What follows belongs to an exercise in optimizing a design on an open flow for small area; a production flow would make more cautious choices. For this run, only the layout was checked, not whether the RTL still works. Power is estimated from default activity; no workload was simulated.

==> design/flow/design.v <==
package reg_file_pkg;
  localparam int DATA_W_DEF   = 64;
  localparam int ADDR_W_DEF   = 5;
  localparam int ZERO_REG_DEF = 31;
  typedef logic [ADDR_W_DEF-1:0] reg_idx_t;
  typedef logic [DATA_W_DEF-1:0] reg_word_t;
endpackage
module reg_file_scoreboard
#(
  parameter int ADDR_W   = reg_file_pkg::ADDR_W_DEF,
  parameter int ZERO_REG = reg_file_pkg::ZERO_REG_DEF
) (
  input  logic                  Clk,
  input  logic                  ResetL,
  input  logic [2**ADDR_W-1:0]  iss_dec,
  input  logic [2**ADDR_W-1:0]  wr_dec,
  output logic [2**ADDR_W-1:0]  pend,
  output logic [ADDR_W:0]       PendCnt
);
  localparam int DEPTH = 2**ADDR_W;
  logic [DEPTH-1:0] pend_q;
  logic [DEPTH-1:0] pend_next;
  logic [ADDR_W:0]  cnt_next;
  logic             set_new;
  logic             clr_real;
  assign set_new  = |(iss_dec & ~pend);
  assign clr_real = |(wr_dec & pend & ~iss_dec);
  assign pend_next = iss_dec | (pend & ~wr_dec);
  always_comb begin
    cnt_next = PendCnt;
    if (set_new && !clr_real) begin
      cnt_next = PendCnt + (ADDR_W+1)'(1);
    end else if (clr_real && !set_new) begin
      cnt_next = PendCnt - (ADDR_W+1)'(1);
    end
  end
  for (genvar i = 0; i < DEPTH; i++) begin : g_pend
    if (i == ZERO_REG) begin : g_zero
      assign pend[i] = 1'b0;
    end else begin : g_bit
      always_ff @(posedge Clk) begin
        pend_q[i] <= ResetL & pend_next[i];
      end
      assign pend[i] = pend_q[i];
    end
  end
  always_ff @(posedge Clk) begin
    if (!ResetL) begin
      PendCnt <= '0;
    end else begin
      PendCnt <= cnt_next;
    end
  end
endmodule
module reg_file_scoreboard_top
#(
  parameter int DATA_W   = reg_file_pkg::DATA_W_DEF,
  parameter int ADDR_W   = reg_file_pkg::ADDR_W_DEF,
  parameter int NUM_RD   = 2,
  parameter int ZERO_REG = reg_file_pkg::ZERO_REG_DEF
) (
  input  logic                     Clk,
  input  logic                     ResetL,
  input  logic [NUM_RD*ADDR_W-1:0] RA,
  output logic [NUM_RD*DATA_W-1:0] BusR,
  output logic [NUM_RD-1:0]        Busy,
  input  logic [ADDR_W-1:0]        RW,
  input  logic [DATA_W-1:0]        BusW,
  input  logic                     RegWr,
  input  logic                     IssueVal,
  input  logic [ADDR_W-1:0]        IssueRd,
  output logic [ADDR_W:0]          PendCnt
);
  localparam int DEPTH     = 2**ADDR_W;
  localparam int RD_GROUPS = 2;
  logic [DATA_W-1:0] regs [DEPTH];
  logic [DEPTH-1:0]  pend;
  logic [DEPTH-1:0]  wr_dec;
  logic [DEPTH-1:0]  iss_dec;
  logic [DATA_W-1:0] wdata;
  for (genvar i = 0; i < DEPTH; i++) begin : g_dec
    if (i == ZERO_REG) begin : g_zero
      assign wr_dec[i]  = 1'b0;
      assign iss_dec[i] = 1'b0;
    end else begin : g_r
      assign wr_dec[i]  = RegWr && (RW == ADDR_W'(i));
      assign iss_dec[i] = IssueVal && (IssueRd == ADDR_W'(i));
    end
  end
  assign wdata = BusW & {DATA_W{ResetL}};
  for (genvar i = 0; i < DEPTH; i++) begin : g_row
    if (i == ZERO_REG) begin : g_zero
      assign regs[i] = '0;
    end else begin : g_reg
      logic              we;
      logic              wen;
      logic [DATA_W-1:0] q;
      logic [DATA_W-1:0] d;
      assign we  = !ResetL || wr_dec[i];
      assign wen = !we;
      for (genvar b = 0; b < DATA_W; b++) begin : g_bit
        reg_file_hold u_hold (
          .q   (q[b]),
          .d   (wdata[b]),
          .we  (we),
          .wen (wen),
          .nxt (d[b])
        );
      end
      always_ff @(posedge Clk) begin
        q <= d;
      end
      assign regs[i] = q;
    end
  end
  reg_file_scoreboard #(
    .ADDR_W   (ADDR_W),
    .ZERO_REG (ZERO_REG)
  ) u_scoreboard (
    .Clk      (Clk),
    .ResetL   (ResetL),
    .iss_dec  (iss_dec),
    .wr_dec   (wr_dec),
    .pend     (pend),
    .PendCnt  (PendCnt)
  );
  for (genvar k = 0; k < NUM_RD; k++) begin : g_rd
    logic [ADDR_W-1:0] ra;
    logic              hit;
    assign ra = RA[k*ADDR_W +: ADDR_W];
    assign hit = RegWr && (RW != ADDR_W'(ZERO_REG)) && (ra == RW);
    for (genvar g = 0; g < RD_GROUPS; g++) begin : g_grp
      logic [DEPTH-1:0] sel;
      reg_file_rdec #(
        .ADDR_W   (ADDR_W),
        .ZERO_REG (ZERO_REG)
      ) u_rdec (
        .ra     (ra),
        .wr_dec (wr_dec),
        .hit    (hit),
        .sel    (sel)
      );
      for (genvar b = g*(DATA_W/RD_GROUPS); b < (g+1)*(DATA_W/RD_GROUPS); b++) begin : g_bit
        logic [DEPTH-1:0] col;
        for (genvar i = 0; i < DEPTH; i++) begin : g_col
          if (i == ZERO_REG) begin : g_byp
            assign col[i] = BusW[b];
          end else begin : g_r
            assign col[i] = regs[i][b];
          end
        end
        reg_file_rdsel u_rdsel (
          .sel (sel),
          .d   (col),
          .y   (BusR[k*DATA_W + b])
        );
      end
    end
    assign Busy[k] = pend[ra] & ~hit;
  end
endmodule
module reg_file_hold (
  input  logic q,
  input  logic d,
  input  logic we,
  input  logic wen,
  output logic nxt
);
  assign nxt = (q & wen) | (d & we);
endmodule
module reg_file_aoi3 (
  input  logic [2:0] s,
  input  logic [2:0] d,
  output logic       yn
);
  assign yn = ~|(s & d);
endmodule
module reg_file_aoi2 (
  input  logic [1:0] s,
  input  logic [1:0] d,
  output logic       yn
);
  assign yn = ~|(s & d);
endmodule
module reg_file_nand #(
  parameter int N = 4
) (
  input  logic [N-1:0] a,
  output logic         y
);
  assign y = ~&a;
endmodule
module reg_file_rdsel (
  input  logic [31:0] sel,
  input  logic [31:0] d,
  output logic        y
);
  logic [10:0] pn;
  logic [2:0]  p;
  for (genvar j = 0; j < 10; j++) begin : g_aoi3
    reg_file_aoi3 u_aoi3 (.s(sel[3*j +: 3]), .d(d[3*j +: 3]), .yn(pn[j]));
  end
  reg_file_aoi2 u_aoi2 (.s(sel[31:30]), .d(d[31:30]), .yn(pn[10]));
  reg_file_nand #(.N(4)) u_n0 (.a(pn[3:0]),  .y(p[0]));
  reg_file_nand #(.N(4)) u_n1 (.a(pn[7:4]),  .y(p[1]));
  reg_file_nand #(.N(3)) u_n2 (.a(pn[10:8]), .y(p[2]));
  assign y = |p;
endmodule
module reg_file_rdec
#(
  parameter int ADDR_W   = 5,
  parameter int ZERO_REG = 31
) (
  input  logic [ADDR_W-1:0]    ra,
  input  logic [2**ADDR_W-1:0] wr_dec,
  input  logic                 hit,
  output logic [2**ADDR_W-1:0] sel
);
  for (genvar i = 0; i < 2**ADDR_W; i++) begin : g_sel
    if (i == ZERO_REG) begin : g_byp
      assign sel[i] = hit;
    end else begin : g_r
      assign sel[i] = (ra == ADDR_W'(i)) && !wr_dec[i];
    end
  end
endmodule
==> design/flow/run.sh <==
#!/bin/bash
# synth_recipe.tcl (not shown) runs the flow's synth.tcl, then flattens the netlist and writes it again
# the make line also repeats each setting of config.mk as NAME=value (left out here)
make -C /OpenROAD-flow-scripts/flow DESIGN_CONFIG=/design/flow/config.mk WORK_HOME=/design/flow/orfs CLKGATE_MAP_FILE= SYNTH_SCRIPT=/design/flow/synth_recipe.tcl finish
==> design/flow/config.mk <==
export PLATFORM = sky130hd
export DESIGN_NAME = reg_file_scoreboard_top
export DESIGN_NICKNAME = reg_file_scoreboard_top
export VERILOG_FILES = /design/flow/design.v
export SDC_FILE = /design/flow/constraint.sdc
export NUM_CORES = 4
export LEC_CHECK = 0
export CAP_MARGIN = 20
export CORE_MARGIN = 2
export CORE_UTILIZATION = 65
export CTS_BUF_LIST = sky130_fd_sc_hd__clkbuf_4 sky130_fd_sc_hd__clkbuf_8
export GPL_TIMING_DRIVEN = 0
export SLEW_MARGIN = 20
export SYNTH_HIERARCHICAL = 1
==> design/flow/constraint.sdc <==
create_clock -name core_clock -period 6.5 [get_ports {Clk}]
set_input_delay 1.3000 -clock core_clock [delete_from_list [all_inputs] [get_ports {Clk}]]
set_output_delay 1.3000 -clock core_clock [all_outputs]
set_load 0.01 [all_outputs]
==> summary.txt <==
The flow did not finish. The last stage reached was global routing (5_1_grt). The first error in the log reads "[ERROR GRT-0116] Global routing finished with congestion. Check the congestion regions in the DRC Viewer".

Detailed placement ended at an HPWL of 287000 um. The net count after synthesis was 6770; the total instance count after detailed placement was 9182. The count of buffers added on input and output ports is 219. Summed over all instances, the cell type with the most area after synthesis is sky130_fd_sc_hd__dfxtp_1. The effective utilization at floorplan came out at 65.7%. After detailed placement, the total cell area comes to 94200 um2.

The die width was 355 um; the all-layer global routing usage was 77.7%. Ranked by total cell area, the synthesized netlist is headed by sky130_fd_sc_hd__dfxtp_1, sky130_fd_sc_hd__a22o_1, sky130_fd_sc_hd__a222oi_1. The area fraction of the dominant cell type after synthesis came out at 50.5%.

The synthesized area per cell was 12.0 um2. The root buffer cell chosen for the clock tree is sky130_fd_sc_hd__clkbuf_8. After synthesis the netlist holds a flip-flop and latch count of 2021. After synthesis, the most frequently instantiated cells are sky130_fd_sc_hd__dfxtp_1, sky130_fd_sc_hd__a22o_1, sky130_fd_sc_hd__a222oi_1, sky130_fd_sc_hd__nand4_1, sky130_fd_sc_hd__nand3_1.

The share of the Yosys chip area taken by registers is 50.5%. In this run the vertical extent of the chip is 355 um. The cell with the most instances after synthesis is sky130_fd_sc_hd__dfxtp_1. The pin count of the biggest net entering global routing was 44. At the end of routability-driven placement, the weighted congestion stood at 0.979. Counting flops with an async set or reset pin after synthesis yields a share of 0%.

In this run, post-CTS hold repair placed 0 buffers. The cell count after synthesis came out at 6675. In this run the number of H-tree levels came out at 5. For this run, the number of Yosys warnings is 9. Global routing finished with a remaining overflow of 3.

For this run, the leading register cell type out of synthesis is sky130_fd_sc_hd__dfxtp_1. Counting the buffers created by CTS gives 327. For the via count of the first global-routing pass, the log shows 97600. After synthesis the cells add up to 80100 um2. The tree built by TritonCTS fans out to 2021 sinks. Prior to clock tree synthesis, the placed netlist has a worst setup slack of -1.53 ns. The floorplan has 128 rows. The boundary pin count is 224. For the number of buffers between clock root and the deepest sink, the log shows 4. The first global-routing pass estimated 720000 um of wire. The netlist uses 54 different library cells.

Yosys mapped a number of flops with a built-in enable equal to 0.
## power by group through the flow
stage	Clock (mW)	Sequential, mW	Combinational, mW
after floorplan	0	14.3	1.96
after global placement	0	14.4	3.47
after detailed placement	0	14.5	3.91
after CTS	11.4	14.3	3.98
## Yosys stat by module, one instance, submodules excluded, excerpt
module                   times used  flip-flops and latches
reg_file_hold                  1984                       0
reg_file_scoreboard_top           1                    1984
reg_file_rdsel                  128                       0
reg_file_aoi3                  1280                       0
reg_file_aoi2                   128                       0
## stage by stage
stage | hold slack [ns] | TNS [ns]
after detailed placement | 0.492 | -114.31
after global placement | 0.485 | -
after floorplan | 0.475 | -46.10
after CTS | 0.509 | 0
## kinds of logic after synthesis
| kind of cell | after synthesis | share of synthesized area, % |
|---|---|---|
| other | 2 | 0.00937 |
| adders and majority gates | 7 | 0.119 |
| xor gates and xnor gates | 13 | 0.142 |
| AOI/OAI and AO/OA | 3487 | 40.5 |
| and+or+nand+nor | 999 | 7.54 |
| muxes | 24 | 0.550 |
| buffers and inverters | 122 | 0.688 |
| DFF | 2021 | 50.5 |
## repair_timing
action,CTS
hold endpoints to repair,0
pin swaps,13
setup endpoints to repair,128
resized for setup,105
setup buffers,25
gates cloned,0
## worst max-delay path by stage
stage | from | endpoint | cells past startpoint
global placement | RW[2] | g_row[29].g_reg.q[55] | 6
CTS | RA[6] | BusR[65] | 13
detailed placement | RegWr | BusR[65] | 14
floorplan | RW[1] | BusR[0] | 8
## layer usage
layer  overflow  GRT usage (%)
met5          0           42.8
met4          1           71.3
met3          0           66.9
met2          2           89.7
met1          0           80.0
